This is an optimization exercise on Yosys and OpenROAD, whose aim is small area and a short achievable clock period, not a production implementation.
At most, simulation tests tie the RTL to the original design; equivalence was not proved.
No functional check of the RTL was part of run 7.
Power and IR drop assume default switching activity.

`flow/config.mk`:
```
export PLATFORM = sky130hd
export DESIGN_NAME = pulse_seq_multi
export DESIGN_NICKNAME = pulse_seq_multi
export VERILOG_FILES = /design/flow/design.v
export SDC_FILE = /design/flow/constraint.sdc
export NUM_CORES = 4
export LEC_CHECK = 0
export CAP_MARGIN = 20
export CORE_MARGIN = 2
export CORE_UTILIZATION = 40
export SLEW_MARGIN = 20
```
`flow/constraint.sdc`:
```
create_clock -name core_clock -period 5.5 [get_ports {clk}]
set_input_delay 1.1000 -clock core_clock [delete_from_list [all_inputs] [get_ports {clk}]]
set_output_delay 1.1000 -clock core_clock [all_outputs]
set_load 0.01 [all_outputs]
```
`flow/design.v`:
```
module pulse_seq_multi #(
  parameter int unsigned NumCh     = 4,
  parameter int unsigned CntW      = 24,
  parameter int unsigned ScanSteps = 16
) (
  input  logic                          clk,
  input  logic                          rst,
  input  logic                          trig,
  input  logic                          scan_trig,
  input  logic                          cfg_we,
  input  logic [((NumCh > 1) ? $clog2(NumCh) : 1)-1:0] cfg_ch,
  input  logic [1:0]                    cfg_sel,
  input  logic [CntW-1:0]               cfg_data,
  output logic [NumCh-1:0]              pulse,
  output logic                          busy,
  output logic [$clog2(ScanSteps)-1:0]  scan_idx,
  output logic                          overrun
);
  localparam int unsigned ChW  = (NumCh > 1) ? $clog2(NumCh) : 1;
  localparam int unsigned IdxW = $clog2(ScanSteps);
  localparam logic [IdxW-1:0] LastIdx = IdxW'(ScanSteps - 1);
  typedef enum logic [1:0] {StIdle, StDelay, StPulse} state_e;
  logic [2:0]       trig_sync_q, scan_sync_q;
  logic             trig_edge_q, scan_edge_q;
  logic [CntW-1:0]  delay_q  [NumCh];
  logic [CntW-1:0]  width_q  [NumCh];
  logic [CntW-1:0]  step_q   [NumCh];
  logic [CntW-1:0]  offset_q [NumCh];
  logic [CntW-1:0]  cnt_q    [NumCh];
  logic [CntW-1:0]  wlat_q   [NumCh];
  logic [CntW-1:0]  eff_w    [NumCh];
  state_e           state_q  [NumCh];
  logic [NumCh-1:0] mask_q, pulse_q;
  logic [IdxW-1:0]  idx_q;
  logic             overrun_q, any_edge, shot, scan_shot;
  function automatic logic [CntW-1:0] sat_add(input logic [CntW-1:0] a, input logic [CntW-1:0] b);
    logic [CntW:0] s;
    s = {1'b0, a} + {1'b0, b};
    sat_add = s[CntW] ? {CntW{1'b1}} : s[CntW-1:0];
  endfunction
  always_comb begin
    busy = 1'b0;
    for (int c = 0; c < NumCh; c++) begin
      if (state_q[c] != StIdle) busy = 1'b1;
      eff_w[c] = scan_edge_q ? sat_add(width_q[c], offset_q[c]) : width_q[c];
    end
  end
  assign any_edge  = trig_edge_q | scan_edge_q;
  assign shot      = any_edge & ~busy;
  assign scan_shot = shot & scan_edge_q;
  always_ff @(posedge clk) begin
    if (rst) begin
      trig_sync_q <= '0;
      scan_sync_q <= '0;
      trig_edge_q <= 1'b0;
      scan_edge_q <= 1'b0;
      mask_q      <= '0;
      pulse_q     <= '0;
      idx_q       <= '0;
      overrun_q   <= 1'b0;
      for (int c = 0; c < NumCh; c++) begin
        delay_q[c]  <= '0;
        width_q[c]  <= '0;
        step_q[c]   <= '0;
        offset_q[c] <= '0;
        cnt_q[c]    <= '0;
        wlat_q[c]   <= '0;
        state_q[c]  <= StIdle;
      end
    end else begin
      trig_sync_q <= {trig_sync_q[1:0], trig};
      scan_sync_q <= {scan_sync_q[1:0], scan_trig};
      trig_edge_q <= trig_sync_q[1] & ~trig_sync_q[2];
      scan_edge_q <= scan_sync_q[1] & ~scan_sync_q[2];
      for (int c = 0; c < NumCh; c++) begin
        unique case (state_q[c])
          StIdle: begin
            if (shot && mask_q[c]) begin
              wlat_q[c] <= eff_w[c];
              if (delay_q[c] != '0) begin
                state_q[c] <= StDelay;
                cnt_q[c]   <= delay_q[c] - CntW'(1);
              end else if (eff_w[c] != '0) begin
                state_q[c] <= StPulse;
                cnt_q[c]   <= eff_w[c] - CntW'(1);
                pulse_q[c] <= 1'b1;
              end
            end
          end
          StDelay: begin
            if (cnt_q[c] != '0) begin
              cnt_q[c] <= cnt_q[c] - CntW'(1);
            end else if (wlat_q[c] != '0) begin
              state_q[c] <= StPulse;
              cnt_q[c]   <= wlat_q[c] - CntW'(1);
              pulse_q[c] <= 1'b1;
            end else begin
              state_q[c] <= StIdle;
            end
          end
          StPulse: begin
            if (cnt_q[c] != '0) begin
              cnt_q[c] <= cnt_q[c] - CntW'(1);
            end else begin
              state_q[c] <= StIdle;
              pulse_q[c] <= 1'b0;
            end
          end
          default: begin
            state_q[c] <= StIdle;
            pulse_q[c] <= 1'b0;
          end
        endcase
      end
      if (scan_shot) begin
        if (idx_q == LastIdx) begin
          idx_q <= '0;
          for (int c = 0; c < NumCh; c++) offset_q[c] <= '0;
        end else begin
          idx_q <= idx_q + IdxW'(1);
          for (int c = 0; c < NumCh; c++) offset_q[c] <= sat_add(offset_q[c], step_q[c]);
        end
      end
      if (cfg_we) begin
        unique case (cfg_sel)
          2'd0: for (int c = 0; c < NumCh; c++) begin
            if (ChW'(c) == cfg_ch) delay_q[c] <= cfg_data;
          end
          2'd1: for (int c = 0; c < NumCh; c++) begin
            if (ChW'(c) == cfg_ch) width_q[c] <= cfg_data;
          end
          2'd2: for (int c = 0; c < NumCh; c++) begin
            if (ChW'(c) == cfg_ch) step_q[c] <= cfg_data;
          end
          default: begin
            mask_q <= cfg_data[NumCh-1:0];
            idx_q  <= '0;
            for (int c = 0; c < NumCh; c++) offset_q[c] <= '0;
          end
        endcase
      end
      if (any_edge && busy) begin
        overrun_q <= 1'b1;
      end else if (cfg_we && cfg_sel == 2'd3) begin
        overrun_q <= 1'b0;
      end
    end
  end
  assign pulse    = pulse_q;
  assign scan_idx = idx_q;
  assign overrun  = overrun_q;
endmodule
```
`flow/run.sh`:
```
#!/bin/bash
# synth_recipe.tcl (not shown) runs the flow's synth.tcl, then flattens the netlist and writes it again
# the make line also repeats each setting of config.mk as NAME=value (left out here)
make -C /OpenROAD-flow-scripts/flow DESIGN_CONFIG=/design/flow/config.mk WORK_HOME=/design/flow/orfs CLKGATE_MAP_FILE= SYNTH_SCRIPT=/design/flow/synth_recipe.tcl finish
```
==> flow_summary.json, run 1 <==
{
  "area_growth_pct": 9.708,
  "holdBufCountCts": 0,
  "drt-initial-drc-count": 3792,
  "grtUsageTotal": 0.2549,
  "clk_pin_slew_ns": 0.06,
  "clk_latency_ns": 0.65,
  "hold_path_class": "reg -> reg",
  "fin_setup_tns_ns": 0,
  "port_buffers": 42,
  "crit_type": "reg -> reg",
  "setup_viol": 0,
  "final-max-slew-violation-count": 0,
  "hold_ws_ns": 0.3795,
  "seqCellArea_um2": 12120,
  "status": "no timing/DRC/antenna violations",
  "grt_busiest_layer": "met2",
  "grt_overflow_total": 0,
  "crit_arrival_ns": 5.70,
  "fill_cells": 10550,
  "ant_nets": 0,
  "numCtsBuffers": 73,
  "vias": 40990,
  "drive_above_1_share": 0.06043,
  "gp_congestion": 0.9473,
  "slew_headroom": 0.2690,
  "postSynthCellCount": 5696,
  "htreeDepth": 3,
  "grt_use_met1": 0.3587,
  "layout.nets": 5838,
  "finalClockSkew_ns": 0.02755,
  "ys_top_cells_by_count": "1145 x nand2_1, 690 x a21oi_1, 605 x dfxtp_1",
  "reg2reg_from": "width_q[0][0]$_SDFFE_PP0P_",
  "met3_usage": 0.03923,
  "ir_worst_vdd_mv": 0.3518,
  "wl_per_cell_um": 20.13,
  "ys.flop_type": "dfxtp_1",
  "ios": 43,
  "dp_hpwl_mm": 100.0,
  "die_area_um2": 106700,
  "hold_viol_final": 0,
  "synth_nets": 5962,
  "cts-root-buf": "clkbuf_16",
  "grt_pass1_vias": 37290,
  "start_kind": "flip-flop",
  "synth_edf_count": 0,
  "rr_worst_depth": 18,
  "clk_path_buf_depth": 3,
  "rows": 118,
  "syn_area_per_cell_um2": 7.308,
  "rsz0062_at_grt": "no",
  "die_w_um": 326.6,
  "r2r_end": "cnt_q[0][22]$_SDFFE_PP0P_",
  "die_y_um": 326.6,
  "synth_cell_types": 104,
  "synth_seq_cells": 605,
  "worst_slew_pin_slew_ns": 1.087,
  "drc": 0,
  "p_leak_nw": 18.28,
  "grt_pass1_wl_mm": 218.9,
  "met2_usage": 0.3991,
  "critPathRequiredTime_ns": 6.04,
  "grt_max_degree": 193,
  "multi_input_area_um2": 27830,
  "whs_endpoint": "scan_edge_q$_SDFF_PP0_",
  "yosysTopAreaCell": "dfxtp_1",
  "syn_area_um2": 41630,
  "yosys.cell_count.top_type": "nand2_1",
  "cp-startpoint": "width_q[0][0]$_SDFFE_PP0P_",
  "core_um2": 103300,
  "critPathMaxFanout": 6,
  "first_pass_iters": 6,
  "drt_wl_total_mm": 141.1,
  "min-delay-start": "scan_sync_q[2]$_SDFF_PP0_",
  "max_freq_ghz": 0.1940,
  "ys_async_sr_fraction": 0,
  "min_period_over_period": 0.9371,
  "cp-end-kind": "flip-flop",
  "antenna_found_initial": 7,
  "initial_core_util": 0.4028,
  "seq_area_frac_synth": 0.2909,
  "cts_tree": "yes",
  "powerDensity_nw_per_um2": 334.1,
  "ys_top_cells_by_area": "dfxtp_1 29%, nand2_1 10%, a21oi_1 8.3%, ha_1 6.8%, xnor2_1 5.0%",
  "fin_crit_ns": 5.154,
  "via_per_inst": 5.849,
  "reg2reg_slack_ns": 0.35,
  "holdPathStages": 1,
  "cts_num_sinks": 605,
  "synth_top_area_frac": 0.2909,
  "synth.yosys.warnings": 9,
  "drv_cap": 0
}
## cells by family after synthesis
kind of cell / count (synthesis) / share of synthesized area
xor+xnor: 356 / 0.07490
compound gates: 1704 / 0.2573
flops: 605 / 0.2909
buf+inv: 433 / 0.04304
fa+ha+maj: 233 / 0.07147
mux: 35 / 0.008536
simple gates: 2330 / 0.2538
## cells in the final DEF, fill, tap and decap left out, drive strengths merged, types with 24 or more instances in the layout
master            n
nand4            45
nand3b           24
o22ai            51
nor3            140
nand3           106
nand2          1147
nor4             91
inv             118
clkbuf           97
dfxtp           605
o21ai           282
and2             27
o221ai           57
a211o            27
o211ai           62
or3              56
or2              57
nor2            460
xor2            118
ha              225
o21a             51
xnor2           238
nor2b            34
a31oi            71
mux2i            31
buf              84
and3             37
a21o             87
clkdlybuf4s50    33
a211oi           80
nand2b           39
a21oi           693
## routing by layer
metal  vias up  wire, um
met5         -        55
met4         8      4364
met2      1248     62620
li1      20140         -
met1     19360     64700
met3       235      9366
## per-stage QoR
| stage | total power [mW] | setup slack, ns | util | area, um^2 | cells |
|---|---|---|---|---|---|
| 6_report | 15.26 | 0.3457 | 0.4419 | 45670 | 7009 |
| 5_1_grt | 16.07 | 0.01495 | 0.4418 | 45660 | 7006 |
| 4_1_cts | 15.31 | 0.3479 | 0.4414 | 45620 | 7004 |
| 3_5_place_dp | 10.05 | 0.4047 | 0.4168 | 43080 | 6875 |
| 3_3_place_gp | 10.04 | 0.5083 | 0.4168 | 43080 | 6875 |
| 2_1_floorplan | 8.766 | 0.9928 | - | 41630 | 5696 |
## critical path, stage by stage, from the launching register on
cell and delay (ns):
dfxtp_1 0.35, ha_1 0.25, fa_1 0.43, a211oi_1 0.39, o21ai_1 0.17, a211o_1 0.37
a21oi_2 0.20, o21ai_2 0.14, o22a_1 0.22, a21oi_1 0.25, ha_1 0.23, and2_1 0.21
o21ai_1 0.17, a2111oi_1 0.61, nand3b_1 0.32, nor3_2 0.26, xor2_1 0.17, o21ai_1 0.07
a211oi_1 0.22
## power by group
group / leakage [nW] / internal, mW / switching [mW]
Clock: 1.27 / 3.20 / 2.03
Sequential: 4.88 / 4.60 / 0.249
Combinational: 12.1 / 1.97 / 3.22
Total: 18.3 / 9.76 / 5.50
## state kept, by name, summed over array words and instances (netlist names), 8 cells and up
| name | flops |
|---|---|
| wlat_q | 96 |
| delay_q | 96 |
| cnt_q | 96 |
| width_q | 96 |
| step_q | 96 |
| state_q | 8 |
| offset_q | 96 |
## layout make-up
class                   count  share of cell area
repair buffers            117             0.02203
clock buffers              97             0.04603
flip-flops and latches    605              0.2653
well taps                1380             0.03781
clock inverters            32            0.009753
diodes                      3           0.0001644
inverters                 117            0.009616
multi-input cells        4658              0.6093
## timing repair
action / in CTS / in global routing
resized for setup: 0 / 5
setup endpoints to repair: 0 / 18
setup buffers: 0 / 0
## worst max-delay path by stage
stage / depth (start not counted) / to / slack (ns)
global route: 18 / cnt_q[0][22]$_SDFFE_PP0P_ / 0.01
floorplan: 19 / cnt_q[0][22]$_SDFFE_PP0P_ / 0.99
finish: 18 / cnt_q[0][22]$_SDFFE_PP0P_ / 0.35
global placement: 17 / cnt_q[2][22]$_SDFFE_PP0P_ / 0.51
CTS: 18 / cnt_q[0][22]$_SDFFE_PP0P_ / 0.35
detailed placement: 17 / cnt_q[2][22]$_SDFFE_PP0P_ / 0.40
==> run 2, diff against run 1 <==
==> flow/design.v (replaced) <==
module pulse_seq_multi #(
  parameter int unsigned NumCh     = 4,
  parameter int unsigned CntW      = 24,
  parameter int unsigned ScanSteps = 16
) (
  input  logic                          clk,
  input  logic                          rst,
  input  logic                          trig,
  input  logic                          scan_trig,
  input  logic                          cfg_we,
  input  logic [((NumCh > 1) ? $clog2(NumCh) : 1)-1:0] cfg_ch,
  input  logic [1:0]                    cfg_sel,
  input  logic [CntW-1:0]               cfg_data,
  output logic [NumCh-1:0]              pulse,
  output logic                          busy,
  output logic [$clog2(ScanSteps)-1:0]  scan_idx,
  output logic                          overrun
);
  localparam int unsigned ChW  = (NumCh > 1) ? $clog2(NumCh) : 1;
  localparam int unsigned IdxW = $clog2(ScanSteps);
  localparam logic [IdxW-1:0] LastIdx = IdxW'(ScanSteps - 1);
  logic [2:0]       trig_sync_q, scan_sync_q;
  logic             trig_edge_q, scan_edge_q;
  logic [NumCh-1:0] mask_q, act_q, pulse_q;
  logic [IdxW-1:0]  idx_q;
  logic             overrun_q, any_edge, shot, scan_shot, mask_wr, off_clr;
  logic [CntW-1:0]  wdata;
  function automatic logic [CntW-1:0] sat_add(input logic [CntW-1:0] a, input logic [CntW-1:0] b);
    logic [CntW:0] s;
    s = {1'b0, a} + {1'b0, b};
    sat_add = s[CntW] ? {CntW{1'b1}} : s[CntW-1:0];
  endfunction
  assign busy      = |act_q;
  assign any_edge  = trig_edge_q | scan_edge_q;
  assign shot      = any_edge & ~busy;
  assign scan_shot = shot & scan_edge_q;
  assign mask_wr   = cfg_we & (cfg_sel == 2'd3);
  assign wdata     = cfg_data & {CntW{~rst}};
  assign off_clr   = rst | mask_wr | (scan_shot & (idx_q == LastIdx));
  always_ff @(posedge clk) begin
    if (rst) begin
      trig_sync_q <= '0;
      scan_sync_q <= '0;
      trig_edge_q <= 1'b0;
      scan_edge_q <= 1'b0;
      idx_q       <= '0;
      overrun_q   <= 1'b0;
    end else begin
      trig_sync_q <= {trig_sync_q[1:0], trig};
      scan_sync_q <= {scan_sync_q[1:0], scan_trig};
      trig_edge_q <= trig_sync_q[1] & ~trig_sync_q[2];
      scan_edge_q <= scan_sync_q[1] & ~scan_sync_q[2];
      if (mask_wr)        idx_q <= '0;
      else if (scan_shot) idx_q <= idx_q + IdxW'(1);
      if (any_edge && busy) overrun_q <= 1'b1;
      else if (mask_wr)     overrun_q <= 1'b0;
    end
  end
  always_ff @(posedge clk) begin
    if (rst || mask_wr) mask_q <= wdata[NumCh-1:0];
  end
  for (genvar c = 0; c < NumCh; c++) begin : g_ch
    logic [CntW-1:0] delay_q, width_q, step_q, offset_q, cnt_q, wlat_q, eff_w;
    logic            ch_wr, dnz, ewnz, wlnz, last;
    assign ch_wr = cfg_we & (cfg_ch == ChW'(c));
    assign eff_w = sat_add(width_q, offset_q & {CntW{scan_edge_q}});
    assign ewnz  = (width_q != '0) | (scan_edge_q & (offset_q != '0));
    assign dnz   = delay_q != '0;
    assign wlnz  = wlat_q != '0;
    assign last  = cnt_q == CntW'(1);
    always_ff @(posedge clk) begin
      if (rst || (ch_wr && cfg_sel == 2'd0)) delay_q <= wdata;
      if (rst || (ch_wr && cfg_sel == 2'd1)) width_q <= wdata;
      if (rst || (ch_wr && cfg_sel == 2'd2)) step_q  <= wdata;
      if (off_clr)        offset_q <= '0;
      else if (scan_shot) offset_q <= sat_add(offset_q, step_q);
    end
    always_ff @(posedge clk) begin
      if (!act_q[c]) begin
        wlat_q <= eff_w;
        cnt_q  <= dnz ? delay_q : eff_w;
      end else begin
        cnt_q  <= last ? wlat_q : cnt_q - CntW'(1);
      end
    end
    always_ff @(posedge clk) begin
      if (rst) begin
        act_q[c]   <= 1'b0;
        pulse_q[c] <= 1'b0;
      end else if (!act_q[c]) begin
        if (shot && mask_q[c] && (dnz || ewnz)) begin
          act_q[c]   <= 1'b1;
          pulse_q[c] <= ~dnz;
        end
      end else if (last) begin
        if (pulse_q[c] || !wlnz) act_q[c] <= 1'b0;
        pulse_q[c] <= ~pulse_q[c] & wlnz;
      end
    end
  end
  assign pulse    = pulse_q;
  assign scan_idx = idx_q;
  assign overrun  = overrun_q;
endmodule
==> run 2 against run 1 <==
Compared with the run above:
- sequential share of layout area grew 17 points
- sequential power up 14%
- clock power down 13%
- register-to-register slack better by 0.83 ns
- power is 26% lower
- still clean on timing, DRC and antenna
- worst setup slack improved by 0.83 ns
- die area shrank 21%
- clock skew down 0.012 ns
- clock-buffer cell count unchanged
- critical endpoint is now g_ch[2].cnt_q[4]$_DFF_P_
- final cell count fell by 38%
- synthesized area fell by 22%
- critical path type unchanged
==> flow_summary.json, run 2 <==
{
  "min-delay-start": "trig_sync_q[2]$_SDFF_PP0_",
  "rsz0062_at_grt": "no",
  "fin_setup_tns_ns": 0,
  "seq_area_frac_synth": 0.4881,
  "holdBufCountCts": 0,
  "grt_max_degree": 98,
  "gp_congestion": 0.8599,
  "wl_met1_mm": 42.32,
  "numCtsBuffers": 67,
  "dpl_cell_area_um2": 34370,
  "synthXorXnorAreaFrac": 0.05963,
  "fin_total_pwr_mw": 11.30,
  "clk_latency_ns": 0.60,
  "syn_area_per_cell_um2": 10.26,
  "synth.yosys.warnings": 1,
  "ios": 43,
  "critPathRequiredTime_ns": 5.96,
  "p_leak_nw": 14.30,
  "drive_above_1_share": 0.06864,
  "synth_top_family_by_area": "compound AO/OA/AOI/OAI gates",
  "syn_area_um2": 32610,
  "powerDensity_nw_per_um2": 309.0,
  "setup_viol": 0,
  "ys_top_cells_by_count": "388 x edfxtp_1, 288 x a21oi_1, 237 x o21ai_0",
  "vias": 24960,
  "cts_num_sinks": 601,
  "antenna_found_initial": 9,
  "min_period_over_period": 0.7863,
  "clk_path_buf_depth": 3,
  "holdPathStages": 1,
  "die_area_um2": 83820,
  "final_util": 0.4533,
  "first_pass_iters": 5,
  "hold_viol_final": 0,
  "synth_nets": 3420,
  "dp_slack_ns": 1.207,
  "synthMuxAreaShare": 0.001573,
  "cp-end-kind": "flip-flop",
  "grtUsageTotal": 0.2218,
  "hold_path_class": "reg -> reg",
  "core_um2": 80680,
  "ys_async_sr_fraction": 0,
  "reg2reg_from": "scan_edge_q$_SDFF_PP0_",
  "drt-initial-drc-count": 1995,
  "finalClockSkew_ns": 0.01575,
  "htreeDepth": 3,
  "ys.flop_type": "edfxtp_1",
  "grt_overflow_total": 0,
  "critPathMaxFanout": 69,
  "worst_slew_pin_slew_ns": 1.179,
  "cts_resized": 0,
  "die_w_um": 289.5,
  "synth_top_area_frac": 0.3573,
  "fin_crit_ns": 4.325,
  "crit_type": "reg -> reg",
  "multi_input_area_um2": 16110,
  "synth_edf_count": 388,
  "dpl.cell_count": 4215,
  "start_kind": "flip-flop",
  "rr_worst_depth": 14,
  "fin_area_um2": 36570,
  "drc": 0,
  "cts_tree": "yes",
  "yosys.cell_count.top_type": "edfxtp_1",
  "drt_wl_total_mm": 93.43,
  "clk_pin_slew_ns": 0.06,
  "ir_worst_vdd_mv": 0.2312,
  "fill_cells": 7591,
  "cts-root-buf": "clkbuf_16",
  "rows": 104,
  "r2r_end": "g_ch[2].cnt_q[4]$_DFF_P_",
  "initial_core_util": 0.4042,
  "hold_ws_ns": 0.3874,
  "met3_length_mm": 5.114,
  "grt_pass1_wl_mm": 142.9,
  "drv_cap": 0,
  "postSynthCellCount": 3178,
  "synth_compound_area_frac": 0.1974,
  "mostFrequentLayoutCells": "388 x edfxtp_1, 288 x a21oi_1, 237 x o21ai_0, 233 x nand2_1, 215 x nor2_1",
  "synth_cell_types": 84,
  "yosysTopAreaCell": "edfxtp_1",
  "grt_pass1_vias": 24070,
  "final_common_cell": "edfxtp_1",
  "port_buffers": 42,
  "stdcell_count": 4339,
  "crit_arrival_ns": 4.79,
  "die_y_um": 289.5,
  "synth_fa_ha_area_frac": 0.08204,
  "layout.nets": 3466,
  "synth_simple_gate_area_frac": 0.1493,
  "worst_slack_ns": 1.175,
  "reg2reg_slack_ns": 1.18,
  "ant_nets": 0,
  "final-max-slew-violation-count": 0,
  "wl_per_cell_um": 21.53,
  "slew_headroom": 0.2106,
  "synth_seq_cells": 601,
  "route.met2.wl_mm": 43.82,
  "whs_endpoint": "trig_edge_q$_SDFF_PP0_",
  "top_layer": "met5",
  "area_growth_pct": 12.15,
  "max_freq_ghz": 0.2312,
  "dp_hpwl_mm": 62.51,
  "status": "no timing/DRC/antenna violations",
  "via_per_inst": 5.752,
  "ys_top_cells_by_area": "edfxtp_1 36%, dfxtp_1 13%, ha_1 7.7%, a21oi_1 4.4%, o21ai_0 3.6%",
  "seqCellArea_um2": 15920,
  "postCtsSetupRepairBufs": 0
}
run 2: cell count changes in the layout (fill, tap and decap cells not counted), sizes merged, moves of 48 or more:
cell,previous run,this run
a21oi,693,288
and2,27,101
dfxtp,605,213
edfxtp,0,388
inv,118,58
nand2,1147,233
nand3,106,56
nor2,460,216
nor3,140,51
o221ai,57,5
o22ai,51,2
or2,57,9
xnor2,238,126
run 2: worst max path at each step:
stage | start | end | slack, ns | cells after the start
after floorplan | scan_edge_q$_SDFF_PP0_ | g_ch[0].cnt_q[23]$_DFF_P_ | 1.73 | 15
after global placement | scan_edge_q$_SDFF_PP0_ | g_ch[2].cnt_q[4]$_DFF_P_ | 1.35 | 14
after detailed placement | scan_edge_q$_SDFF_PP0_ | g_ch[2].cnt_q[4]$_DFF_P_ | 1.21 | 14
after CTS | scan_edge_q$_SDFF_PP0_ | g_ch[2].cnt_q[4]$_DFF_P_ | 1.18 | 14
after global routing | scan_edge_q$_SDFF_PP0_ | g_ch[2].cnt_q[4]$_DFF_P_ | 0.73 | 13
final | scan_edge_q$_SDFF_PP0_ | g_ch[2].cnt_q[4]$_DFF_P_ | 1.18 | 14
run 2: cell families after synthesis:
group | after synthesis
AND/OR/NAND/NOR | 965
adder cells (fa/ha/maj) | 209
flip-flops | 601
AO/OA/AOI/OAI | 1002
buffers and inverters | 174
XOR/XNOR | 222
multiplexers | 5
run 2: critical path: stages (launching register included):
cell	delay [ns]
dfxtp_2	0.61
buf_4	0.40
and2_1	0.20
ha_1	0.22
fa_1	0.46
a211oi_1	0.31
o21ai_0	0.18
a211oi_1	0.33
o31ai_1	0.13
buf_4	0.17
nand2_1	0.07
a31o_2	0.50
o21ai_0	0.26
a21oi_1	0.19
o21ai_0	0.09
run 2: area by class of cell:
cell class / count / share of cell area
Multi-Input combinational cell: 2403 / 0.4406
Sequential cell: 601 / 0.4352
Clock buffer: 97 / 0.05406
Tap cell: 1060 / 0.03627
Timing Repair Buffer: 92 / 0.02162
Clock inverter: 26 / 0.006090
Inverter: 59 / 0.006056
Antenna cell: 1 / 0.00006843
run 2: report_power, final:
group	total [mW]	leakage, nW	internal, mW	switching [mW]
clock	4.53	1.08	2.69	1.84
sequential	5.51	5.60	5.23	0.278
combinational	1.27	7.62	0.497	0.768
run 2: layer usage:
layer,up-vias,GRT usage
met1,12020,0.3023
met5,-,0
met3,127,0.02912
met2,639,0.3713
li1,12170,-
met4,2,0.05962
==> run 3, diff against run 2 <==
--- a/flow/design.v
+++ b/flow/design.v
@@ -26,9 +26,22 @@
   logic             overrun_q, any_edge, shot, scan_shot, mask_wr, off_clr;
   logic [CntW-1:0]  wdata;
   function automatic logic [CntW-1:0] sat_add(input logic [CntW-1:0] a, input logic [CntW-1:0] b);
-    logic [CntW:0] s;
-    s = {1'b0, a} + {1'b0, b};
-    sat_add = s[CntW] ? {CntW{1'b1}} : s[CntW-1:0];
+    logic [CntW-1:0] g, p, gn, pn;
+    g = a & b;
+    p = a ^ b;
+    for (int s = 1; s < CntW; s = s * 2) begin
+      gn = g;
+      pn = p;
+      for (int i = 0; i < CntW; i++) begin
+        if ((i / s) % 2 == 1) begin
+          gn[i] = g[i] | (p[i] & g[(i / s) * s - 1]);
+          pn[i] = p[i] & p[(i / s) * s - 1];
+        end
+      end
+      g = gn;
+      p = pn;
+    end
+    sat_add = (a ^ b ^ {g[CntW-2:0], 1'b0}) | {CntW{g[CntW-1]}};
   endfunction
   assign busy      = |act_q;
   assign any_edge  = trig_edge_q | scan_edge_q;
@@ -63,7 +76,7 @@
     logic [CntW-1:0] delay_q, width_q, step_q, offset_q, cnt_q, wlat_q, eff_w;
     logic            ch_wr, dnz, ewnz, wlnz, last;
     assign ch_wr = cfg_we & (cfg_ch == ChW'(c));
-    assign eff_w = sat_add(width_q, offset_q & {CntW{scan_edge_q}});
+    assign eff_w = scan_edge_q ? sat_add(width_q, offset_q) : width_q;
     assign ewnz  = (width_q != '0) | (scan_edge_q & (offset_q != '0));
     assign dnz   = delay_q != '0;
     assign wlnz  = wlat_q != '0;
--- a/flow/config.mk
+++ b/flow/config.mk
@@ -5,6 +5,7 @@
 export SDC_FILE = /design/flow/constraint.sdc
 export NUM_CORES = 4
 export LEC_CHECK = 0
+export ABC_CLOCK_PERIOD_IN_PS = 2000
 export CAP_MARGIN = 20
 export CORE_MARGIN = 2
 export CORE_UTILIZATION = 40
==> run 3 against run 2 <==
Compared with the run above:
- still clean
- clock skew increased by 0.015 ns
- final area down 2.3%
- hold slack got worse by 0.016 ns
- via count shrank 3.4%
- critical path depth fell by 4
- synthesized cell count shrank 8.1%
- non-clock buffer count rose by 2
- worst setup slack improved by 0.54 ns
- combinational power up 7%
- fmax up 14%
- clock power increased by 2%
==> flow_summary.json, run 3 <==
{
  "synth_nets": 3186,
  "die_y_um": 285.4,
  "gp_congestion": 0.8906,
  "core_um2": 78740,
  "clk_pin_slew_ns": 0.06,
  "finalClockSkew_ns": 0.03080,
  "dp_hpwl_mm": 63.14,
  "layout.nets": 3241,
  "crit_arrival_ns": 4.25,
  "cp-startpoint": "g_ch[2].width_q[0]$_DFFE_PP_",
  "synth_top_family_by_area": "compound AO/OA/AOI/OAI gates",
  "synth.yosys.warnings": 1,
  "worst_slew_pin_slew_ns": 1.154,
  "hold_path_class": "reg -> reg",
  "cts-root-buf": "clkbuf_16",
  "synth_edf_count": 388,
  "vias": 24110,
  "htreeDepth": 3,
  "holdBufCountCts": 0,
  "ys_async_sr_fraction": 0,
  "endpoint": "g_ch[2].cnt_q[3]$_DFF_P_",
  "max_freq_ghz": 0.2643,
  "final_util": 0.4539,
  "netSwitchingPower_mw": 2.972,
  "initial_core_util": 0.4023,
  "syn_area_per_cell_um2": 10.85,
  "antenna_found_initial": 8,
  "reg2reg_from": "g_ch[2].width_q[0]$_DFFE_PP_",
  "critPathMaxFanout": 14,
  "synth_seq_cells": 601,
  "rr_worst_depth": 10,
  "fin_area_um2": 35740,
  "drt-initial-drc-count": 2241,
  "grt_overflow_total": 0,
  "power.share.combinational": 0.118,
  "clkPwrFrac": 0.401,
  "start_kind": "flip-flop",
  "crit_type": "reg -> reg",
  "synthMuxAreaShare": 0.006004,
  "clk_latency_ns": 0.60,
  "ant_nets": 0,
  "wl_per_cell_um": 22.06,
  "grtUsageTotal": 0.2189,
  "area_growth_pct": 12.83,
  "grt_pass1_wl_mm": 139.5,
  "synth_top_area_frac": 0.3678,
  "cp-end-kind": "flip-flop",
  "first_pass_iters": 5,
  "yosys.cell_count.top_type": "edfxtp_1",
  "powerDensity_nw_per_um2": 323.7,
  "multi_input_area_um2": 15020,
  "p_leak_nw": 13.51,
  "ir_worst_vdd_mv": 0.2109,
  "p_sw_frac": 0.2569,
  "seq_power_share": 0.481,
  "synthXorXnorAreaFrac": 0.05005,
  "synth_cell_types": 77,
  "reg2reg_slack_ns": 1.72,
  "ys_top_cells_by_count": "388 x edfxtp_1, 260 x nor2_1, 230 x a21oi_1",
  "final_common_cell": "edfxtp_1",
  "drive_above_1_share": 0.07728,
  "via_per_inst": 5.912,
  "cts_resized": 0,
  "ys.flop_type": "edfxtp_1",
  "hold_ws_ns": 0.3713,
  "syn_area_um2": 31680,
  "rsz0062_at_grt": "no",
  "slew_headroom": 0.2272,
  "synth_fa_ha_area_frac": 0.1015,
  "cts_tree": "yes",
  "clk_path_buf_depth": 3,
  "seq_area_frac_synth": 0.5024,
  "drc": 0,
  "mostFrequentLayoutCells": "388 x edfxtp_1, 259 x nor2_1, 230 x a21oi_1, 212 x dfxtp_1, 193 x ha_1",
  "seqCellArea_um2": 15920,
  "yosysTopAreaCell": "edfxtp_1",
  "synth_compound_area_frac": 0.1829,
  "cts_num_sinks": 601,
  "die_area_um2": 81460,
  "fill_cells": 7213,
  "die_w_um": 285.4,
  "grt_pass1_vias": 23820,
  "final-max-slew-violation-count": 0,
  "intPower_mw": 8.595,
  "postCtsSetupRepairBufs": 0,
  "numCtsBuffers": 70,
  "ios": 43,
  "fin_total_pwr_mw": 11.57,
  "setup_viol": 0,
  "postSynthCellCount": 2920,
  "r2r_end": "g_ch[2].cnt_q[3]$_DFF_P_",
  "grt_max_degree": 93,
  "ys_top_cells_by_area": "edfxtp_1 37%, dfxtp_1 13%, ha_1 7.6%, a21oi_1 3.6%, nor2_1 3.1%",
  "fin_setup_tns_ns": 0,
  "drv_cap": 0,
  "status": "no timing/DRC/antenna violations",
  "rows": 103,
  "min_period_over_period": 0.6880,
  "drt_wl_total_mm": 89.98,
  "port_buffers": 42,
  "dpl_cell_area_um2": 33470,
  "critPathRequiredTime_ns": 5.97,
  "synth_simple_gate_area_frac": 0.1305,
  "fin_crit_ns": 3.784,
  "hold_viol_final": 0
}
run 3: cells by family (layout without fill, tap and decap cells):
family	Yosys count	count (layout)
xor gates and xnor gates	181	181
other	0	1
adders and majority gates	233	233
DFF	601	601
buffers and inverters	221	329
and+or+nand+nor	814	814
muxes	19	19
AOI/OAI and AO/OA	851	851
run 3: power groups by stage:
stage | combinational, mW | clock, mW | sequential [mW]
3_3_place_gp | 1.31 | 0 | 5.64
3_5_place_dp | 1.35 | 0 | 5.65
5_1_grt | 1.51 | 4.91 | 5.61
4_1_cts | 1.36 | 4.73 | 5.56
2_1_floorplan | 0.965 | 0 | 5.53
6_report | 1.36 | 4.64 | 5.57
run 3: worst min path at each step:
stage / slack, ns / depth (start not counted) / to / start
2_1_floorplan: 0.37 / 1 / scan_edge_q$_SDFF_PP0_ / scan_sync_q[2]$_SDFF_PP0_
3_3_place_gp: 0.36 / 1 / scan_edge_q$_SDFF_PP0_ / scan_sync_q[2]$_SDFF_PP0_
3_5_place_dp: 0.37 / 1 / scan_edge_q$_SDFF_PP0_ / scan_sync_q[2]$_SDFF_PP0_
4_1_cts: 0.37 / 1 / scan_edge_q$_SDFF_PP0_ / scan_sync_q[2]$_SDFF_PP0_
5_1_grt: 0.39 / 1 / scan_edge_q$_SDFF_PP0_ / scan_sync_q[2]$_SDFF_PP0_
6_report: 0.37 / 1 / scan_edge_q$_SDFF_PP0_ / scan_sync_q[2]$_SDFF_PP0_
run 3: metal layers:
| metal | track usage | routed length, um |
|---|---|---|
| met1 | 0.3127 | 41460 |
| met2 | 0.3441 | 40160 |
| met3 | 0.02992 | 5781 |
| met4 | 0.06859 | 2570 |
| met5 | 0 | 0 |
run 3: final cells by class:
| type | instances | area share |
|---|---|---|
| Clock buffer | 95 | 0.05448 |
| Timing Repair Buffer | 94 | 0.02255 |
| Inverter | 110 | 0.01155 |
| Antenna cell | 1 | 0.00007002 |
| Multi-Input combinational cell | 2098 | 0.4202 |
| Sequential cell | 601 | 0.4454 |
| Clock inverter | 30 | 0.008998 |
| Tap cell | 1050 | 0.03676 |
run 3: critical path, cell delays in order (launching register included):
cell,delay [ns]
edfxtp_1,0.41
ha_1,0.23
fa_1,0.39
a21oi_1,0.23
o211ai_1,0.20
nand3_1,0.14
a21boi_0,0.13
or3b_1,0.47
a21oi_1,0.84
a21oi_1,0.22
a221o_1,0.38
run 3: per-stage QoR:
step / worst slack (ns) / instances
6_report: 1.716 / 4079
5_1_grt: 1.446 / 4078
4_1_cts: 1.703 / 4078
3_5_place_dp: 1.745 / 3953
3_3_place_gp: 1.752 / 3953
2_1_floorplan: 2.478 / 2920
==> run 4, diff against run 3 <==
--- a/flow/config.mk
+++ b/flow/config.mk
@@ -5,7 +5,6 @@
 export SDC_FILE = /design/flow/constraint.sdc
 export NUM_CORES = 4
 export LEC_CHECK = 0
-export ABC_CLOCK_PERIOD_IN_PS = 2000
 export CAP_MARGIN = 20
 export CORE_MARGIN = 2
 export CORE_UTILIZATION = 40
==> run 4 against run 3 <==
Compared with the run above:
- hold slack is the same
- critical path depth is the same
- clock power is essentially flat
- register-to-register slack is essentially flat
- global-route usage is the same
- routed wire length is the same
- utilization is the same
- power is the same
- fmax is the same
- non-clock buffer count is the same
- via count is the same
- final area is the same
- critical path type unchanged
- highest routed layer unchanged
==> flow_summary.json, run 4 <==
{
  "fin_total_pwr_mw": 11.57,
  "synth.yosys.warnings": 1,
  "drive_above_1_share": 0.07728,
  "initial_core_util": 0.4023,
  "final_common_cell": "edfxtp_1",
  "dpl.cell_count": 3953,
  "crit_arrival_ns": 4.25,
  "synth_top_area_frac": 0.3678,
  "syn_area_per_cell_um2": 10.85,
  "fin_crit_ns": 3.784,
  "numCtsBuffers": 70,
  "area_growth_pct": 12.83,
  "grt_overflow_total": 0,
  "grt_pass1_wl_mm": 139.5,
  "drt-initial-drc-count": 2241,
  "final-max-slew-violation-count": 0,
  "die_area_um2": 81460,
  "max_freq_ghz": 0.2643,
  "postCtsSetupRepairBufs": 0,
  "p_leak_nw": 13.51,
  "layout.nets": 3241,
  "ys_async_sr_fraction": 0,
  "yosysTopAreaCell": "edfxtp_1",
  "stdcell_count": 4079,
  "synth_edf_count": 388,
  "min_period_over_period": 0.6880,
  "drt_wl_total_mm": 89.98,
  "yosys.cell_count.top_type": "edfxtp_1",
  "critPathRequiredTime_ns": 5.97,
  "core_um2": 78740,
  "worst_slew_pin_slew_ns": 1.154,
  "drv_cap": 0,
  "clk_latency_ns": 0.60,
  "final_util": 0.4539,
  "dp_hpwl_mm": 63.14,
  "ios": 43,
  "gp_congestion": 0.8906,
  "rsz0062_at_grt": "no",
  "grt_pass1_vias": 23820,
  "grtUsageTotal": 0.2189,
  "fill_cells": 7213,
  "ir_worst_vdd_mv": 0.2109,
  "hold_path_class": "reg -> reg",
  "synth_nets": 3186,
  "first_pass_iters": 5,
  "wl_per_cell_um": 22.06,
  "rows": 103,
  "die_y_um": 285.4,
  "clk_pin_slew_ns": 0.06,
  "synth_seq_cells": 601,
  "postSynthCellCount": 2920,
  "via_per_inst": 5.912,
  "port_buffers": 42,
  "ys_top_cells_by_count": "388 x edfxtp_1, 260 x nor2_1, 230 x a21oi_1",
  "syn_area_um2": 31680,
  "ant_nets": 0,
  "grt_max_degree": 93,
  "setup_viol": 0,
  "synth_cell_types": 77,
  "fin_setup_tns_ns": 0,
  "slew_headroom": 0.2272,
  "cts_tree": "yes",
  "clk_path_buf_depth": 3,
  "cts_num_sinks": 601,
  "die_w_um": 285.4,
  "mostFrequentLayoutCells": "388 x edfxtp_1, 259 x nor2_1, 230 x a21oi_1, 212 x dfxtp_1, 193 x ha_1",
  "hold_viol_final": 0,
  "start_kind": "flip-flop",
  "seq_area_frac_synth": 0.5024,
  "ys_top_cells_by_area": "edfxtp_1 37%, dfxtp_1 13%, ha_1 7.6%, a21oi_1 3.6%, nor2_1 3.1%",
  "status": "no timing/DRC/antenna violations",
  "vias": 24110,
  "cts-root-buf": "clkbuf_16",
  "ys.flop_type": "edfxtp_1",
  "antenna_found_initial": 8,
  "critPathMaxFanout": 14,
  "multi_input_area_um2": 15020,
  "htreeDepth": 3,
  "crit_type": "reg -> reg",
  "cp-end-kind": "flip-flop",
  "seqCellArea_um2": 15920,
  "finalClockSkew_ns": 0.03080,
  "powerDensity_nw_per_um2": 323.7,
  "cts_resized": 0,
  "drc": 0,
  "holdBufCountCts": 0
}
==> run 4: cell counts after synthesis <==
No cell type changed its count.
==> run 4: metal layers <==
| metal | global-route usage | wire [um] | up-vias | part of all wire |
|---|---|---|---|---|
| met5 | 0 | 0 | - | 0 |
| met4 | 0.06859 | 2570 | 0 | 0.029 |
| met3 | 0.02992 | 5781 | 160 | 0.064 |
| met2 | 0.3441 | 40160 | 820 | 0.45 |
| met1 | 0.3127 | 41460 | 11830 | 0.46 |
| li1 | - | - | 11310 | - |
==> run 4: worst max-delay path: stages (launching register included) <==
cell and delay [ns]:
edfxtp_1 0.41, ha_1 0.23, fa_1 0.39, a21oi_1 0.23, o211ai_1 0.20, nand3_1 0.14, a21boi_0 0.13, or3b_1 0.47
a21oi_1 0.84, a21oi_1 0.22, a221o_1 0.38
==> run 4: logic make-up (layout without fill, tap and decap cells) <==
group                    after synthesis  count (layout)  synth area share
XOR/XNOR                             181             181           0.05005
flip-flops                           601             601            0.5024
AO/OA/AOI/OAI                        851             851            0.1829
AND/OR/NAND/NOR                      814             814            0.1305
buffers and inverters                221             329           0.02662
multiplexers                          19              19          0.006004
other                                  0               1                 0
adder cells (fa/ha/maj)              233             233            0.1015
==> run 4: final timing paths <==
check	startpoint	endpoint	slack, ns	cells after the start
hold / removal	scan_sync_q[2]$_SDFF_PP0_	scan_edge_q$_SDFF_PP0_	0.37	1
hold reg to reg	scan_sync_q[2]$_SDFF_PP0_	scan_edge_q$_SDFF_PP0_	0.37	1
setup reg to reg	g_ch[2].width_q[0]$_DFFE_PP_	g_ch[2].cnt_q[3]$_DFF_P_	1.72	10
setup / recovery	g_ch[2].width_q[0]$_DFFE_PP_	g_ch[2].cnt_q[3]$_DFF_P_	1.72	10
==> run 4: stage by stage <==
| stage | worst slack, ns | instance area, um^2 | hold slack [ns] |
|---|---|---|---|
| 3_3_place_gp | 1.752 | 33460 | 0.3619 |
| 2_1_floorplan | 2.478 | 31680 | 0.3674 |
| 4_1_cts | 1.703 | 35730 | 0.3708 |
| 6_report | 1.716 | 35740 | 0.3713 |
| 3_5_place_dp | 1.745 | 33470 | 0.3686 |
| 5_1_grt | 1.446 | 35740 | 0.3949 |
==> run 4: area by class of cell <==
| class | count | area share |
|---|---|---|
| Clock buffer | 95 | 0.05448 |
| Timing Repair Buffer | 94 | 0.02255 |
| Tap cell | 1050 | 0.03676 |
| Inverter | 110 | 0.01155 |
| Antenna cell | 1 | 0.00007002 |
| Clock inverter | 30 | 0.008998 |
| Multi-Input combinational cell | 2098 | 0.4202 |
| Sequential cell | 601 | 0.4454 |
==> run 4: where the power goes <==
| group | internal (mW) | switching, mW |
|---|---|---|
| clock | 2.80 | 1.84 |
| combinational | 0.552 | 0.811 |
| sequential | 5.24 | 0.326 |
| total | 8.60 | 2.97 |
==> run 5, diff against run 4 <==
--- a/flow/config.mk
+++ b/flow/config.mk
@@ -8,4 +8,5 @@
 export CAP_MARGIN = 20
 export CORE_MARGIN = 2
 export CORE_UTILIZATION = 40
+export SETUP_SLACK_MARGIN = 2.8
 export SLEW_MARGIN = 20
==> run 5 against run 4 <==
Compared with the run above:
- still clean
- via count up 7.4%
- global-route usage rose by 1.6 points
- critical path depth is the same
- synthesized area did not move
- clock power down 2%
- routed wire length grew 12%
- worst setup slack improved by 0.77 ns
- register-to-register slack gained 0.77 ns
- hold slack better by 0.013 ns
- fmax is 26% higher
- final cell count grew 4.8%
==> flow_summary.json, run 5 <==
{
  "multi_input_area_um2": 17800,
  "dp_hpwl_mm": 64.15,
  "min_period_over_period": 0.5475,
  "p_sw_frac": 0.2711,
  "ys_top_cells_by_area": "edfxtp_1 37%, dfxtp_1 13%, ha_1 7.6%, a21oi_1 3.6%, nor2_1 3.1%",
  "via_per_inst": 6.056,
  "mostFrequentLayoutCells": "388 x edfxtp_1, 250 x nor2_1, 196 x dfxtp_1, 157 x buf_4, 154 x ha_1",
  "p_leak_nw": 15.10,
  "worst_slew_pin_slew_ns": 1.228,
  "fin_area_um2": 40410,
  "hold_path_class": "reg -> reg",
  "drc": 0,
  "drive_above_1_share": 0.2424,
  "clk_path_buf_depth": 3,
  "critPathRequiredTime_ns": 5.96,
  "dpl.cell_count": 3952,
  "cts_num_sinks": 601,
  "port_buffers": 42,
  "intPower_mw": 8.686,
  "grt_pass1_wl_mm": 148.6,
  "grt_overflow_total": 0,
  "powerDensity_nw_per_um2": 294.9,
  "core_um2": 78740,
  "clk_latency_ns": 0.60,
  "synth_nets": 3186,
  "seq_area_frac_synth": 0.5024,
  "critPathMaxFanout": 3,
  "initial_core_util": 0.4023,
  "ys_async_sr_fraction": 0,
  "dp_slack_ns": 1.666,
  "drv_cap": 0,
  "grt_max_degree": 93,
  "die_y_um": 285.4,
  "wl_met1_mm": 44.17,
  "ir_worst_vdd_mv": 0.1846,
  "synth.yosys.warnings": 1,
  "route.met2.wl_mm": 45.93,
  "start_kind": "flip-flop",
  "crit_arrival_ns": 3.47,
  "syn_area_um2": 31680,
  "antenna_found_initial": 8,
  "gp_congestion": 0.9063,
  "cp-end-kind": "flip-flop",
  "die_w_um": 285.4,
  "fin_total_pwr_mw": 11.92,
  "seq_power_share": 0.468,
  "netSwitchingPower_mw": 3.231,
  "final_util": 0.5132,
  "ys_top_cells_by_count": "388 x edfxtp_1, 260 x nor2_1, 230 x a21oi_1",
  "final-max-slew-violation-count": 0,
  "final_common_cell": "edfxtp_1",
  "top_layer": "met4",
  "die_area_um2": 81460,
  "grt_pass1_vias": 25150,
  "layout.nets": 3439,
  "worst_slack_ns": 2.489,
  "clk_pin_slew_ns": 0.06,
  "ys.flop_type": "edfxtp_1",
  "setup_viol": 0,
  "finalClockSkew_ns": 0.01164,
  "crit_type": "reg -> reg",
  "power.share.combinational": 0.150,
  "dpl_cell_area_um2": 33650,
  "stdcell_count": 4276,
  "cts-root-buf": "clkbuf_16",
  "seqCellArea_um2": 15950,
  "postSynthCellCount": 2920,
  "status": "no timing/DRC/antenna violations",
  "drt_wl_total_mm": 100.8,
  "antennaDiodeCount": 0,
  "max_freq_ghz": 0.3321,
  "fin_setup_tns_ns": 0,
  "synth_top_area_frac": 0.3678,
  "ios": 43,
  "grtUsageTotal": 0.2353,
  "fill_cells": 6716,
  "clkPwrFrac": 0.381,
  "syn_area_per_cell_um2": 10.85,
  "area_growth_pct": 27.59,
  "cts_tree": "yes",
  "ant_nets": 0,
  "drt-initial-drc-count": 2428,
  "synth_seq_cells": 601,
  "numCtsBuffers": 68,
  "synth_edf_count": 388,
  "rows": 103,
  "vias": 25890,
  "htreeDepth": 3,
  "met3_length_mm": 8.168,
  "slew_headroom": 0.1777,
  "hold_ws_ns": 0.3838,
  "synth_cell_types": 77,
  "rsz0062_at_grt": "yes",
  "hold_viol_final": 0,
  "yosys.cell_count.top_type": "edfxtp_1",
  "first_pass_iters": 9,
  "fin_crit_ns": 3.011,
  "wl_per_cell_um": 23.58,
  "yosysTopAreaCell": "edfxtp_1"
}
## run 5: power groups by stage
stage          clock [mW]  combinational, mW  sequential [mW]
5_1_grt              4.78               1.93             5.62
3_3_place_gp            0               1.33             5.65
3_5_place_dp            0               1.37             5.65
6_report             4.54               1.79             5.58
2_1_floorplan           0              0.982             5.53
4_1_cts              4.59               1.58             5.57
## run 5: path summary, 6_finish.rpt
| check | start | to | depth (start not counted) | slack [ns] |
|---|---|---|---|---|
| setup / recovery | g_ch[0].step_q[0]$_DFFE_PP_ | g_ch[0].offset_q[23]$_SDFFE_PP0P_ | 10 | 2.49 |
| hold / removal | scan_sync_q[2]$_SDFF_PP0_ | scan_edge_q$_SDFF_PP0_ | 1 | 0.38 |
| setup reg to reg | g_ch[0].step_q[0]$_DFFE_PP_ | g_ch[0].offset_q[23]$_SDFFE_PP0P_ | 10 | 2.49 |
| hold reg to reg | scan_sync_q[2]$_SDFF_PP0_ | scan_edge_q$_SDFF_PP0_ | 1 | 0.38 |
## run 5: what timing repair did
item,CTS,global route
endpoints found under the setup margin,326,373
hold buffers,0,0
pin swaps,161,139
setup buffers,108,75
cloned,12,5
gates resized for setup,337,244
## run 5: cell families after synthesis
| logic type | after synthesis | share of synthesized area |
|---|---|---|
| fa+ha+maj | 233 | 0.1015 |
| flops | 601 | 0.5024 |
| compound gates | 851 | 0.1829 |
| xor+xnor | 181 | 0.05005 |
| mux | 19 | 0.006004 |
| buf+inv | 221 | 0.02662 |
| simple gates | 814 | 0.1305 |
## run 5: area by class of cell
class	instances	area share
repair inverters	1	0.0001858
well taps	1050	0.03251
repair buffers	287	0.06740
inverters	110	0.01034
clock inverters	21	0.004427
flip-flops and latches	601	0.3946
clock buffers	102	0.04994
multi-input cells	2104	0.4406
## run 5: worst max-delay path, cell delays in order, from the launching register on
cell and delay [ns]:
edfxtp_1 0.38, ha_2 0.20, fa_2 0.34, a211oi_2 0.23
o21bai_2 0.13, o211ai_1 0.35, o2111ai_2 0.21, o311ai_2 0.34
nand2b_1 0.18, a2111oi_4 0.40, a21oi_1 0.10
## run 5: metal layers
layer,global-route usage,up-vias
met2,0.3672,1154
met4,0.06754,0
met3,0.03768,179
met1,0.3373,12830
li1,-,11730
met5,0,-
==> run 6, diff against run 5 <==
--- a/flow/config.mk
+++ b/flow/config.mk
@@ -8,5 +8,5 @@
 export CAP_MARGIN = 20
 export CORE_MARGIN = 2
 export CORE_UTILIZATION = 40
-export SETUP_SLACK_MARGIN = 2.8
+export SETUP_SLACK_MARGIN = 2.0
 export SLEW_MARGIN = 20
==> run 6 against run 5 <==
Compared with the run above:
- largest power group unchanged
- sequential cell count unchanged
- clock power up 2%
- routed wire length down 10%
- clock-buffer cell count shrank 7
- first-iteration DRC count down 7.7%
- fmax shrank 10%
- critical endpoint unchanged
- critical path type unchanged
- clock skew increased by 0.017 ns
- sequential power about the same
- global-route usage fell by 1.6 points
==> flow_summary.json, run 6 <==
{
  "holdPathStages": 1,
  "min_period_over_period": 0.6098,
  "cts_tree": "yes",
  "cts-root-buf": "clkbuf_16",
  "setup_viol": 0,
  "rr_worst_depth": 10,
  "synth_top_area_frac": 0.3678,
  "drv_cap": 0,
  "clk_pin_slew_ns": 0.06,
  "vias": 24200,
  "grt_overflow_total": 0,
  "dp_hpwl_mm": 63.14,
  "hold_path_class": "reg -> reg",
  "cts_num_sinks": 601,
  "grt_pass1_wl_mm": 139.5,
  "powerDensity_nw_per_um2": 323.1,
  "postSynthCellCount": 2920,
  "ys_top_cells_by_area": "edfxtp_1 37%, dfxtp_1 13%, ha_1 7.6%, a21oi_1 3.6%, nor2_1 3.1%",
  "via_per_inst": 5.934,
  "p_leak_nw": 13.55,
  "crit_arrival_ns": 3.78,
  "final-max-slew-violation-count": 0,
  "worst_slew_pin_slew_ns": 1.167,
  "core_um2": 78740,
  "power.share.combinational": 0.119,
  "start_kind": "flip-flop",
  "rsz0062_at_grt": "yes",
  "intPower_mw": 8.601,
  "synth_seq_cells": 601,
  "drc": 0,
  "initial_core_util": 0.4023,
  "first_pass_iters": 6,
  "critPathMaxFanout": 4,
  "ant_nets": 0,
  "grt_pass1_vias": 23820,
  "clk_path_buf_depth": 3,
  "port_buffers": 42,
  "antennaDiodeCount": 0,
  "stdcell_count": 4079,
  "fin_crit_ns": 3.354,
  "max_freq_ghz": 0.2982,
  "fin_setup_tns_ns": 0,
  "synth_cell_types": 77,
  "synth_fa_ha_area_frac": 0.1015,
  "ys.flop_type": "edfxtp_1",
  "seq_power_share": 0.481,
  "hold_viol_final": 0,
  "status": "no timing/DRC/antenna violations",
  "synth_top_family_by_area": "compound AO/OA/AOI/OAI gates",
  "p_sw_frac": 0.2577,
  "ys_top_cells_by_count": "388 x edfxtp_1, 260 x nor2_1, 230 x a21oi_1",
  "antenna_found_initial": 8,
  "yosys.cell_count.top_type": "edfxtp_1",
  "clkPwrFrac": 0.401,
  "dpl.cell_count": 3953,
  "synthMuxAreaShare": 0.006004,
  "cp_cell_sequence": "ha_1, fa_1, a211oi_1, o21bai_1, o211ai_1, o2111ai_2, o311ai_2, nand2b_1, a2111oi_1, a21oi_1",
  "grt_max_degree": 93,
  "clk_latency_ns": 0.60,
  "synth_edf_count": 388,
  "drt_wl_total_mm": 90.34,
  "mostFrequentLayoutCells": "388 x edfxtp_1, 259 x nor2_1, 229 x a21oi_1, 211 x dfxtp_1, 193 x ha_1",
  "synthXorXnorAreaFrac": 0.05005,
  "drive_above_1_share": 0.08320,
  "ys_async_sr_fraction": 0,
  "crit_type": "reg -> reg",
  "crit_path_max_incr_delay_ns": 0.49,
  "seq_area_frac_synth": 0.5024,
  "gp_congestion": 0.8906,
  "grtUsageTotal": 0.2190,
  "drt-initial-drc-count": 2242,
  "die_area_um2": 81460,
  "layout.nets": 3242,
  "netSwitchingPower_mw": 2.986,
  "final_common_cell": "edfxtp_1",
  "cp_slowest_cell": "a2111oi_1",
  "area_growth_pct": 13.21,
  "die_y_um": 285.4,
  "rows": 103,
  "synth_nets": 3186,
  "syn_area_per_cell_um2": 10.85,
  "htreeDepth": 3,
  "die_w_um": 285.4,
  "synth.yosys.warnings": 1,
  "numCtsBuffers": 70,
  "cp-end-kind": "flip-flop",
  "slew_headroom": 0.2185,
  "yosysTopAreaCell": "edfxtp_1",
  "synth_simple_gate_area_frac": 0.1305,
  "critPathRequiredTime_ns": 5.93,
  "wl_per_cell_um": 22.15,
  "ios": 43,
  "synth_compound_area_frac": 0.1829,
  "ir_worst_vdd_mv": 0.2107,
  "finalClockSkew_ns": 0.02852,
  "syn_area_um2": 31680
}
## run 6: changes by cell type in the layout (fill, tap and decap cells not counted), sizes merged, moves of 2 or more
cell | previous run | this run
clkbuf | 103 | 95
dlygate4sd2 | 7 | 0
a21o | 59 | 57
clkinv | 18 | 20
bufinv | 3 | 7
clkdlybuf4s50 | 32 | 41
inv | 107 | 110
buf | 246 | 54
## run 6: worst paths after layout
check | startpoint | endpoint | slack (ns)
setup / recovery | g_ch[0].step_q[0]$_DFFE_PP_ | g_ch[0].offset_q[23]$_SDFFE_PP0P_ | 2.15
hold / removal | scan_sync_q[2]$_SDFF_PP0_ | scan_edge_q$_SDFF_PP0_ | 0.38
setup reg to reg | g_ch[0].step_q[0]$_DFFE_PP_ | g_ch[0].offset_q[23]$_SDFFE_PP0P_ | 2.15
hold reg to reg | scan_sync_q[2]$_SDFF_PP0_ | scan_edge_q$_SDFF_PP0_ | 0.38
## run 6: timing repair
action	4_1_cts	5_1_grt
buffers inserted	0	1
cloned	0	0
resized for setup	10	17
pin swaps	0	4
hold buffers	0	0
setup endpoints to repair	69	92
## run 6: power groups by stage
stage | combinational (mW) | clock (mW) | sequential, mW
2_1_floorplan | 0.965 | 0 | 5.53
3_3_place_gp | 1.31 | 0 | 5.64
3_5_place_dp | 1.35 | 0 | 5.65
4_1_cts | 1.36 | 4.73 | 5.56
5_1_grt | 1.52 | 4.91 | 5.61
6_report | 1.38 | 4.64 | 5.57
## run 6: logic make-up (layout without fill, tap and decap cells)
logic type / count (synthesis) / in the layout
buffers and inverters: 221 / 330
AOI/OAI and AO/OA: 851 / 851
DFF: 601 / 601
and+or+nand+nor: 814 / 814
xor gates and xnor gates: 181 / 181
muxes: 19 / 19
adders and majority gates: 233 / 233
## run 6: worst max-delay path, delay by kind of cell, from the launching register on
kind                     cells  cell delay (ns)
flip-flops                   1             0.37
AND/OR/NAND/NOR              1             0.17
adder cells (fa/ha/maj)      2             0.63
AO/OA/AOI/OAI                7             2.02
## run 6: through the flow
stage	setup slack, ns	hold WS, ns	utilization	instance area, um^2	power [mW]
final	2.146	0.3767	0.4554	35860	11.59
after global routing	1.892	0.3949	0.4554	35860	12.05
after CTS	2.013	0.3708	0.4543	35770	11.65
after detailed placement	1.745	0.3686	0.4250	33470	6.998
after global placement	1.752	0.3619	0.4249	33460	6.958
after floorplan	2.478	0.3674	-	31680	6.494
## run 6: final cells by class
cell class                      count  area, um^2
Fill cell                        7201       42880
Sequential cell                   601       15920
Multi-Input combinational cell   2098       15130
Clock buffer                       95        1947
Tap cell                         1050        1314
Timing Repair Buffer               95       813.3
Inverter                          110       412.9
Clock inverter                     30       321.6
## run 6: layer usage
metal | vias to the layer above | part of all wire | GRT usage
met5 | - | 0 | 0
li1 | 11310 | - | -
met1 | 11880 | 0.46 | 0.3130
met2 | 852 | 0.45 | 0.3452
met4 | 0 | 0.029 | 0.06662
met3 | 165 | 0.064 | 0.02968
==> run 7, diff against run 6 <==
--- a/flow/design.v
+++ b/flow/design.v
@@ -21,7 +21,8 @@
   localparam logic [IdxW-1:0] LastIdx = IdxW'(ScanSteps - 1);
   logic [2:0]       trig_sync_q, scan_sync_q;
   logic             trig_edge_q, scan_edge_q;
-  logic [NumCh-1:0] mask_q, act_q, pulse_q;
+  logic [NumCh-1:0] mask_q, act_q, pulse_q, first_q, act_d;
+  logic             busy_q;
   logic [IdxW-1:0]  idx_q;
   logic             overrun_q, any_edge, shot, scan_shot, mask_wr, off_clr;
   logic [CntW-1:0]  wdata;
@@ -43,9 +44,9 @@
     end
     sat_add = (a ^ b ^ {g[CntW-2:0], 1'b0}) | {CntW{g[CntW-1]}};
   endfunction
-  assign busy      = |act_q;
+  assign busy      = busy_q;
   assign any_edge  = trig_edge_q | scan_edge_q;
-  assign shot      = any_edge & ~busy;
+  assign shot      = any_edge & ~busy_q;
   assign scan_shot = shot & scan_edge_q;
   assign mask_wr   = cfg_we & (cfg_sel == 2'd3);
   assign wdata     = cfg_data & {CntW{~rst}};
@@ -80,7 +81,6 @@
     assign ewnz  = (width_q != '0) | (scan_edge_q & (offset_q != '0));
     assign dnz   = delay_q != '0;
     assign wlnz  = wlat_q != '0;
-    assign last  = cnt_q == CntW'(1);
     always_ff @(posedge clk) begin
       if (rst || (ch_wr && cfg_sel == 2'd0)) delay_q <= wdata;
       if (rst || (ch_wr && cfg_sel == 2'd1)) width_q <= wdata;
@@ -88,29 +88,37 @@
       if (off_clr)        offset_q <= '0;
       else if (scan_shot) offset_q <= sat_add(offset_q, step_q);
     end
+    logic [CntW-1:0] m;
+    logic            start;
+    assign m     = first_q[c] ? wlat_q : cnt_q;
+    assign last  = m == CntW'(1);
+    assign start = shot & mask_q[c] & (dnz | ewnz);
     always_ff @(posedge clk) begin
       if (!act_q[c]) begin
         wlat_q <= eff_w;
-        cnt_q  <= dnz ? delay_q : eff_w;
+        cnt_q  <= delay_q;
       end else begin
-        cnt_q  <= last ? wlat_q : cnt_q - CntW'(1);
+        cnt_q  <= m - CntW'(1);
       end
     end
+    always_comb begin
+      if (rst)              act_d[c] = 1'b0;
+      else if (!act_q[c])   act_d[c] = start;
+      else                  act_d[c] = ~(last & (pulse_q[c] | ~wlnz));
+    end
     always_ff @(posedge clk) begin
+      act_q[c]   <= act_d[c];
+      first_q[c] <= act_q[c] ? (~pulse_q[c] & last & wlnz) : ~dnz;
       if (rst) begin
-        act_q[c]   <= 1'b0;
         pulse_q[c] <= 1'b0;
       end else if (!act_q[c]) begin
-        if (shot && mask_q[c] && (dnz || ewnz)) begin
-          act_q[c]   <= 1'b1;
-          pulse_q[c] <= ~dnz;
-        end
+        if (start) pulse_q[c] <= ~dnz;
       end else if (last) begin
-        if (pulse_q[c] || !wlnz) act_q[c] <= 1'b0;
         pulse_q[c] <= ~pulse_q[c] & wlnz;
       end
     end
   end
+  always_ff @(posedge clk) busy_q <= |act_d;
   assign pulse    = pulse_q;
   assign scan_idx = idx_q;
   assign overrun  = overrun_q;
==> run 7 against run 6 <==
Compared with the run above:
- non-clock buffer count shrank 11
- first-iteration DRC count shrank 16%
- die area grew 0.33%
- clock-buffer cell count shrank 9
- synthesized area grew 0.34%
- utilization shrank 0.32 points
- combinational power grew 33%
- final area shrank 0.54%
- power grew 3.3%
- final cell count shrank 2.1%
- clock skew shrank 0.011 ns
- worst setup slack gained 0.0078 ns
- critical endpoint is now g_ch[3].offset_q[5]$_SDFFE_PP0P_
==> flow_summary.json, run 7 <==
{
  "worst_slew_pin_slew_ns": 1.134,
  "crit_type": "reg -> reg",
  "layout.nets": 3156,
  "die_y_um": 285.9,
  "start_kind": "flip-flop",
  "fin_area_um2": 35660,
  "p_sw_frac": 0.2761,
  "postCtsSetupRepairBufs": 0,
  "fin_crit_ns": 3.346,
  "intPower_mw": 8.664,
  "critPathMaxFanout": 12,
  "area_growth_pct": 12.21,
  "critPathRequiredTime_ns": 5.95,
  "power.share.combinational": 0.153,
  "grt_max_degree": 60,
  "hold_viol_final": 0,
  "grtUsageTotal": 0.2012,
  "yosys.cell_count.top_type": "edfxtp_1",
  "crit_cells": 10,
  "synth_seq_cells": 606,
  "grt_overflow_total": 0,
  "via_per_inst": 5.702,
  "numCtsBuffers": 66,
  "status": "no timing/DRC/antenna violations",
  "fin_total_pwr_mw": 11.97,
  "die_area_um2": 81730,
  "crit_path_max_incr_delay_ns": 0.44,
  "gp_congestion": 0.8968,
  "cts_num_sinks": 606,
  "cp_slowest_cell": "o21ai_4",
  "fill_cells": 7160,
  "postSynthCellCount": 2824,
  "clkPwrFrac": 0.357,
  "setup_viol": 0,
  "ys_async_sr_fraction": 0,
  "port_buffers": 42,
  "mostFrequentLayoutCells": "388 x edfxtp_1, 226 x nor2_1, 224 x a21oi_1, 213 x dfxtp_1, 193 x ha_1",
  "drive_above_1_share": 0.1085,
  "holdPathStages": 1,
  "powerDensity_nw_per_um2": 335.6,
  "ir_worst_vdd_mv": 0.2030,
  "final_common_cell": "edfxtp_1",
  "min_period_over_period": 0.6083,
  "cp-end-kind": "flip-flop",
  "ant_nets": 0,
  "crit_buf_inv": 0,
  "clk_path_buf_depth": 3,
  "core_um2": 78870,
  "synth.yosys.warnings": 1,
  "rr_worst_depth": 10,
  "drv_cap": 0,
  "drt-initial-drc-count": 1883,
  "hold_path_class": "reg -> reg",
  "die_w_um": 285.9,
  "first_pass_iters": 5,
  "drt_wl_total_mm": 83.11,
  "clk_latency_ns": 0.60,
  "initial_core_util": 0.4030,
  "ios": 43,
  "final-max-slew-violation-count": 0,
  "grt_pass1_vias": 22570,
  "wl_per_cell_um": 20.81,
  "drc": 0,
  "slew_headroom": 0.2407,
  "ys.flop_type": "edfxtp_1",
  "cts_tree": "yes",
  "cp_cell_sequence": "ha_1, fa_1, a211oi_1, o21ai_0, a41o_1, a221oi_2, a21oi_1, o31a_1, o21ai_4, a31oi_1",
  "crit_arrival_ns": 3.79,
  "syn_area_um2": 31780,
  "antenna_found_initial": 10,
  "yosysTopAreaCell": "edfxtp_1",
  "clk_pin_slew_ns": 0.06,
  "seq_power_share": 0.490,
  "p_leak_nw": 13.35,
  "fin_setup_tns_ns": 0,
  "cp_top_family": "compound AO/OA/AOI/OAI gates",
  "ys_top_cells_by_area": "edfxtp_1 37%, dfxtp_1 14%, ha_1 7.6%, a21oi_1 3.5%, xnor2_1 2.9%",
  "seq_area_frac_synth": 0.5039,
  "cts-root-buf": "clkbuf_16",
  "synth_edf_count": 388,
  "max_freq_ghz": 0.2989,
  "netSwitchingPower_mw": 3.305,
  "synth_top_area_frac": 0.3666,
  "htreeDepth": 3,
  "rsz0062_at_grt": "yes",
  "grt_pass1_wl_mm": 128.2,
  "dpl_cell_area_um2": 33470,
  "ys_top_cells_by_count": "388 x edfxtp_1, 226 x nor2_1, 224 x a21oi_1",
  "syn_area_per_cell_um2": 11.25,
  "holdBufCountCts": 0,
  "dp_hpwl_mm": 58.45,
  "rows": 103,
  "synth_cell_types": 98,
  "synth_nets": 3090,
  "vias": 22770,
  "finalClockSkew_ns": 0.01716
}
-- run 7: power groups by stage --
stage               registers [mW]  logic, mW  clock network [mW]
floorplan                     5.77       1.36                   0
global placement              5.94       1.75                   0
detailed placement            5.95       1.81                   0
CTS                           5.86       1.82                4.38
global route                  5.92       2.04                4.56
finish                        5.86       1.83                4.28
-- run 7: area by class of cell --
| cell class | instances | area [um^2] | share of cell area |
|---|---|---|---|
| Antenna cell | 3 | 7.507 | 0.0002105 |
| Clock inverter | 33 | 221.5 | 0.006210 |
| Clock buffer | 86 | 1842 | 0.05164 |
| Multi-Input combinational cell | 2041 | 15160 | 0.4250 |
| Tap cell | 1050 | 1314 | 0.03684 |
| Timing Repair Buffer | 84 | 750.7 | 0.02105 |
| Inverter | 91 | 341.6 | 0.009578 |
| Sequential cell | 606 | 16030 | 0.4494 |
-- run 7: cells by family after synthesis --
group | count (synthesis) | synth area share
buffers and inverters | 179 | 0.02512
DFF | 606 | 0.5039
AOI/OAI and AO/OA | 718 | 0.1420
adders and majority gates | 233 | 0.1012
muxes | 152 | 0.05165
xor gates and xnor gates | 197 | 0.05429
and+or+nand+nor | 739 | 0.1219
-- run 7: stage by stage --
stage	worst slack (ns)	hold WS [ns]	utilization	std cells
global route	1.967	0.3844	0.4521	3991
global placement	1.886	0.3627	0.4243	3869
finish	2.154	0.3730	0.4522	3994
CTS	2.100	0.3797	0.4507	3988
detailed placement	1.868	0.3679	0.4244	3869
floorplan	2.224	0.3674	-	2824
-- run 7: final timing paths --
check                                     end  slack [ns]                   startpoint
min reg2reg            scan_edge_q$_SDFF_PP0_        0.37    scan_sync_q[2]$_SDFF_PP0_
min                    scan_edge_q$_SDFF_PP0_        0.37    scan_sync_q[2]$_SDFF_PP0_
max          g_ch[3].offset_q[5]$_SDFFE_PP0P_        2.15  g_ch[3].step_q[0]$_DFFE_PP_
max reg2reg  g_ch[3].offset_q[5]$_SDFFE_PP0P_        2.15  g_ch[3].step_q[0]$_DFFE_PP_
-- run 7: repair_timing --
action	4_1_cts	5_1_grt
gates resized for setup	2	11
endpoints found under the setup margin	46	131
pin swaps	0	2
cloned	0	2
-- run 7: metal layers --
layer / GRT usage / routed length [um] / vias up
met5: 0 / 0 / -
met4: 0.06702 / 2466 / 0
met3: 0.03062 / 6503 / 157
met2: 0.3044 / 35980 / 777
met1: 0.2940 / 38160 / 11080
li1: - / - / 10760

==> separate check: timing with driven ports <==
The flow's constraints put no driver on any port. The routed layouts listed below were extracted and timed again, unchanged, in two steps.
Step 1, drivers: a clkbuf_16 drives clk and a buf_2 each remaining input, both assumed.
Step 2 also shifts input and output timing later by t, the mid clock arrival at the registers, as if the neighbouring blocks saw the same clock.
a / b / c = ideal / step 1 / step 2; a / b = the first two.
run	shift t [ns]	slack for setup (ns)
run 1	0.698	0.346 / 0.346 / 0.346
run 2	0.660	1.175 / 1.175 / 1.175
run 3	0.659	1.716 / 1.716 / 1.716
run 4	0.659	1.716 / 1.716 / 1.716
run 5	0.661	2.489 / 2.489 / 2.024
run 6	0.660	2.146 / 2.086 / 1.751
run 7	0.653	2.154 / 2.154 / 2.017
After both steps every run listed still meets setup and hold.
